Background: an optimization exercise with open tools, aiming at small area, a short achievable clock period and few clock cycles per item. Do not read the settings as production practice. Only simulation tests tie the RTL to the original design; equivalence was not proved.

==> flow/design.v <==
package sle_pkg;
  localparam int DEPTH_DEF      = 16;
  localparam int DATA_WIDTH_DEF = 32;
  localparam logic [2:0] CMD_APPEND  = 3'd0;
  localparam logic [2:0] CMD_INSERT  = 3'd1;
  localparam logic [2:0] CMD_FIND    = 3'd2;
  localparam logic [2:0] CMD_REMOVE  = 3'd3;
  localparam logic [2:0] CMD_WRITE   = 3'd4;
  localparam logic [2:0] CMD_READ    = 3'd5;
  localparam logic [2:0] CMD_CLEAR   = 3'd6;
endpackage
module sle_entry (
  input  logic        clk,
  input  logic        sel_hold,
  input  logic        sel_lo,
  input  logic        sel_hi,
  input  logic        sel_val,
  input  logic [31:0] lo,
  input  logic [31:0] hi,
  input  logic [31:0] val,
  output logic [31:0] q
);
  always_ff @(posedge clk) begin
    q <= ({32{sel_hold}} & q) | ({32{sel_lo}} & lo) | ({32{sel_hi}} & hi) | ({32{sel_val}} & val);
  end
endmodule
module sequential_list_engine (
  input  logic          clk,
  input  logic          rst,
  input  logic          req_valid,
  output logic          req_ready,
  input  logic [2:0]    req_cmd,
  input  logic [31:0]   req_value,
  input  logic [3:0]    req_position,
  output logic          rsp_valid,
  input  logic          rsp_ready,
  output logic          rsp_ok,
  output logic [3:0]    rsp_found_index,
  output logic [31:0]   rsp_read_value,
  output logic [4:0]    rsp_count
);
  localparam int N = 16;
  logic [31:0]  ent [N];
  logic [4:0]   cnt;
  logic [N-1:0] occ;       
  logic         e_valid;
  logic         e_ins_ok;  
  logic         e_wr_ok;   
  logic         e_rd_ok;   
  logic         e_wv_ok;   
  logic         e_up_ok;   
  logic         e_app;
  logic         e_find;
  logic         e_rem;
  logic         e_clr;
  logic [31:0]  e_val;
  logic [3:0]   e_pos;
  logic [N-1:0] e_lp;      
  logic        s_valid;
  logic        s_ok;
  logic [3:0]  s_idx;
  logic [3:0]  ra;
  logic        rdv;
  logic exec, take;
  assign exec = e_valid && !s_valid;
  assign take = req_valid && req_ready;
  logic e_valid_nx, s_valid_nx;
  always_comb begin
    e_valid_nx = take || (e_valid && !exec);
    s_valid_nx = s_valid;
    if (exec) begin
      if (rsp_valid && !rsp_ready) s_valid_nx = 1'b1;
    end else if (s_valid) begin
      if (rsp_ready) s_valid_nx = 1'b0;
    end
  end
  always_ff @(posedge clk) begin
    if (rst) begin
      e_valid   <= 1'b0;
      s_valid   <= 1'b0;
      req_ready <= 1'b1;
    end else begin
      e_valid   <= e_valid_nx;
      s_valid   <= s_valid_nx;
      req_ready <= !e_valid_nx || !s_valid_nx;
    end
  end
  logic [N-1:0] geh;
  logic         hit;
  logic [3:0]   hidx;
  always_comb begin
    for (int j = 0; j < N; j++) begin
      geh[j] = e_lp[j];
      for (int k = 0; k < j / 4; k++) begin
        geh[j] = geh[j] || e_lp[4*k+3];
      end
    end
    hit  = geh[N-1];
    hidx = 4'd0;
    for (int j = 1; j < N; j++) begin
      if (geh[j] && !geh[j-1]) hidx = 4'(j);
    end
  end
  logic ex_ins, ex_rem, ex_clr, ok;
  assign ex_ins = exec && e_ins_ok;
  assign ex_rem = exec && e_rem && hit;
  assign ex_clr = exec && e_clr;
  assign ok     = e_ins_ok || e_wr_ok || e_rd_ok || e_clr || ((e_find || e_rem) && hit);
  logic [4:0]   cnt_nx;
  logic [N-1:0] occ_nx;
  always_comb begin
    cnt_nx = cnt;
    occ_nx = occ;
    if (ex_ins) begin
      cnt_nx = cnt + 5'd1;
      occ_nx = {occ[N-2:0], 1'b1};
    end
    if (ex_rem) begin
      cnt_nx = cnt - 5'd1;
      occ_nx = {1'b0, occ[N-1:1]};
    end
    if (ex_clr) begin
      cnt_nx = 5'd0;
      occ_nx = '0;
    end
  end
  always_ff @(posedge clk) begin
    if (rst) begin
      cnt <= 5'd0;
      occ <= '0;
    end else begin
      cnt <= cnt_nx;
      occ <= occ_nx;
    end
  end
  logic [N-1:0] s_h, s_l, s_r, s_v;
  always_comb begin
    for (int j = 0; j < N; j++) begin
      logic at_end;
      at_end = (j == 0) ? !occ[0] : (occ[j-1] && !occ[j]);
      s_l[j] = exec && e_up_ok && (4'(j) > e_pos);
      s_r[j] = exec && e_rem && geh[j];
      s_v[j] = exec && e_wv_ok && (e_app ? at_end : (4'(j) == e_pos));
      s_h[j] = !(s_l[j] || s_r[j] || s_v[j]);
    end
  end
  for (genvar j = 0; j < N; j++) begin : g_ent
    sle_entry u_ent (
      .clk      (clk),
      .sel_hold (s_h[j]),
      .sel_lo   (s_l[j]),
      .sel_hi   (s_r[j]),
      .sel_val  (s_v[j]),
      .lo       (ent[(j == 0) ? 0 : j - 1]),
      .hi       (ent[(j == N - 1) ? N - 1 : j + 1]),
      .val      (e_val),
      .q        (ent[j])
    );
  end
  logic c_app, c_ins, c_find, c_rem, c_wr, c_rd, c_clr;
  assign c_app  = (req_cmd == sle_pkg::CMD_APPEND);
  assign c_ins  = (req_cmd == sle_pkg::CMD_INSERT);
  assign c_find = (req_cmd == sle_pkg::CMD_FIND);
  assign c_rem  = (req_cmd == sle_pkg::CMD_REMOVE);
  assign c_wr   = (req_cmd == sle_pkg::CMD_WRITE);
  assign c_rd   = (req_cmd == sle_pkg::CMD_READ);
  assign c_clr  = (req_cmd == sle_pkg::CMD_CLEAR);
  logic [3:0] p;
  logic       o_m2, o_m1, o_0, o_p1;
  logic       pos_lt, pos_le, full;
  assign p    = req_position;
  logic [N-1:0] occ_m2, occ_m1, occ_p1;
  assign occ_m2 = {occ[N-3:0], 2'b11};
  assign occ_m1 = {occ[N-2:0], 1'b1};
  assign occ_p1 = {1'b0, occ[N-1:1]};
  assign o_m2 = occ_m2[p];
  assign o_m1 = occ_m1[p];
  assign o_0  = occ[p];
  assign o_p1 = occ_p1[p];
  always_comb begin
    if (ex_clr) begin
      pos_lt = 1'b0;
      pos_le = (p == 4'd0);
      full   = 1'b0;
    end else if (ex_ins) begin
      pos_lt = o_m1;
      pos_le = o_m2;
      full   = occ[N-2];
    end else if (ex_rem) begin
      pos_lt = o_p1;
      pos_le = (p == 4'd0) || o_0;
      full   = 1'b0;
    end else begin
      pos_lt = o_0;
      pos_le = o_m1;
      full   = occ[N-1];
    end
  end
  logic n_ins_ok;
  assign n_ins_ok = (c_app || (c_ins && pos_le)) && !full;
  logic [N-1:0] q_eq, q_eq_nx, q_lp;
  logic         q_eq_e;
  always_comb begin
    q_eq_e = (req_value == e_val);
    for (int j = 0; j < N; j++) begin
      q_eq[j] = (ent[j] == req_value);
    end
    for (int j = 0; j < N; j++) begin
      if (s_l[j]) begin
        q_eq_nx[j] = q_eq[(j == 0) ? 0 : j - 1];
      end else if (s_r[j]) begin
        q_eq_nx[j] = q_eq[(j == N - 1) ? N - 1 : j + 1];
      end else if (s_v[j]) begin
        q_eq_nx[j] = q_eq_e;
      end else begin
        q_eq_nx[j] = q_eq[j];
      end
    end
    for (int j = 0; j < N; j++) begin
      q_lp[j] = q_eq_nx[j] && occ_nx[j];
      if (j % 4 != 0) q_lp[j] = q_lp[j] || q_lp[j-1];
    end
  end
  always_ff @(posedge clk) begin
    if (req_ready) begin
      e_ins_ok <= n_ins_ok;
      e_wr_ok  <= c_wr && pos_lt;
      e_rd_ok  <= c_rd && pos_lt;
      e_wv_ok  <= n_ins_ok || (c_wr && pos_lt);
      e_up_ok  <= n_ins_ok && c_ins;
      e_app    <= c_app;
      e_find   <= c_find;
      e_rem    <= c_rem;
      e_clr    <= c_clr;
      e_val    <= req_value;
      e_pos    <= req_position;
      e_lp     <= q_lp;
    end
  end
  logic [31:0] rd;
  logic [3:0]  x_idx;
  assign x_idx = (e_find && hit) ? hidx : 4'd0;
  assign rd    = rdv ? ent[ra] : 32'd0;
  always_ff @(posedge clk) begin
    if (s_valid_nx) begin
      if (!s_valid) begin
        ra  <= e_pos;
        rdv <= e_rd_ok;
      end
    end else if (req_ready) begin
      ra  <= req_position;
      rdv <= c_rd && pos_lt;
    end else begin
      ra  <= e_pos;
      rdv <= e_rd_ok;
    end
  end
  always_ff @(posedge clk) begin
    if (rst) begin
      rsp_valid <= 1'b0;
    end else if (exec) begin
      rsp_valid <= 1'b1;
    end else if (!s_valid && rsp_ready) begin
      rsp_valid <= 1'b0;
    end
  end
  always_ff @(posedge clk) begin
    if (exec && rsp_valid && !rsp_ready) begin
      s_ok  <= ok;
      s_idx <= x_idx;
    end
  end
  logic o_ld_s, o_ld_x, o_hold;
  assign o_ld_s = s_valid && rsp_ready;
  assign o_ld_x = !s_valid && exec && (!rsp_valid || rsp_ready);
  assign o_hold = !(o_ld_s || o_ld_x);
  always_ff @(posedge clk) begin
    rsp_ok          <= (o_ld_s & s_ok) | (o_ld_x & ok) | (o_hold & rsp_ok);
    rsp_found_index <= ({4{o_ld_s}} & s_idx) | ({4{o_ld_x}} & x_idx) | ({4{o_hold}} & rsp_found_index);
    rsp_read_value  <= ({32{!o_hold}} & rd) | ({32{o_hold}} & rsp_read_value);
    rsp_count       <= ({5{o_ld_s}} & cnt) | ({5{o_ld_x}} & cnt_nx) | ({5{o_hold}} & rsp_count);
  end
endmodule
clock: 6.0 ns
lec_check: 0
cap_margin: 20
core_margin: 2
core_utilization: 62
cts_cluster_diameter: 250
cts_cluster_size: 30
setup_slack_margin: 3.6
slew_margin: 20
synth_hierarchical: 1
synth_minimum_keep_size: 0
tns_end_percent: 10
run.sh (not shown) runs the stock make flow with config.mk's settings and CLKGATE_MAP_FILE= SYNTH_SCRIPT=/design/flow/synth_recipe.tcl, a recipe that flattens the netlist after the stock synthesis.
The starting point stopped in 5_1_grt (GRT-0232).
Testbench counts at the start, summed over its fixed seeds: cycles 17,046, items 16,000.
Rerun with:
- CORE_UTILIZATION: 62 -> 45
- CTS_CLUSTER_DIAMETER: 250 -> default
- CTS_CLUSTER_SIZE: 30 -> default
After rerunning: With this change the flow produced a clean layout. Area after synthesis is unchanged. Synthesized cell count is unchanged.
Rerun with:
- CORE_UTILIZATION: 45 -> 55
- CTS_CLUSTER_DIAMETER: default -> 110
- CTS_CLUSTER_SIZE: default -> 18
=> Now the flow died in 5_1_grt. Area after synthesis stays the same. Synthesized cell count stays the same.
Rerun with:
- CORE_UTILIZATION: 55 -> 40
- CTS_CLUSTER_DIAMETER: 110 -> 120
- CTS_CLUSTER_SIZE: 18 -> 20
After rerunning: Now the flow finished clean. Synthesized area does not change. Synthesized cell count is unchanged.

==> re-timing with driven ports <==
The results above use ideal ports. As a check the final layouts listed here were re-extracted and re-timed, cells and wires unchanged.
Step 1, drivers: a clkbuf_16 drives clk and a buf_2 each remaining input, both assumed.
Step 2 times the ports against the registers' clock, not the clock port: input delays grow and output delays shrink by t, the midpoint of the rising clock arrivals with the driver on.
Three values: ideal ports, drivers, drivers and shift; two values: the first two.
| run | t (ns) | setup WS [ns] | hold slack, ns | worst setup path at the end | pins driven straight from the clock port |
|---|---|---|---|---|---|
| the second run | 0.764 | 3.015 / 2.967 / 2.204 | 0.471 / 0.471 / 0.471 | input to register | 1 |
| the fourth run | 0.728 | 3.091 / 3.091 / 2.363 | 0.478 / 0.478 / 0.478 | input to register | 1 |
After both steps setup and hold are still met in every run listed. For the second run, which loses most, drivers alone change the setup slack by -0.048 ns; drivers and shift together by -0.811 ns.
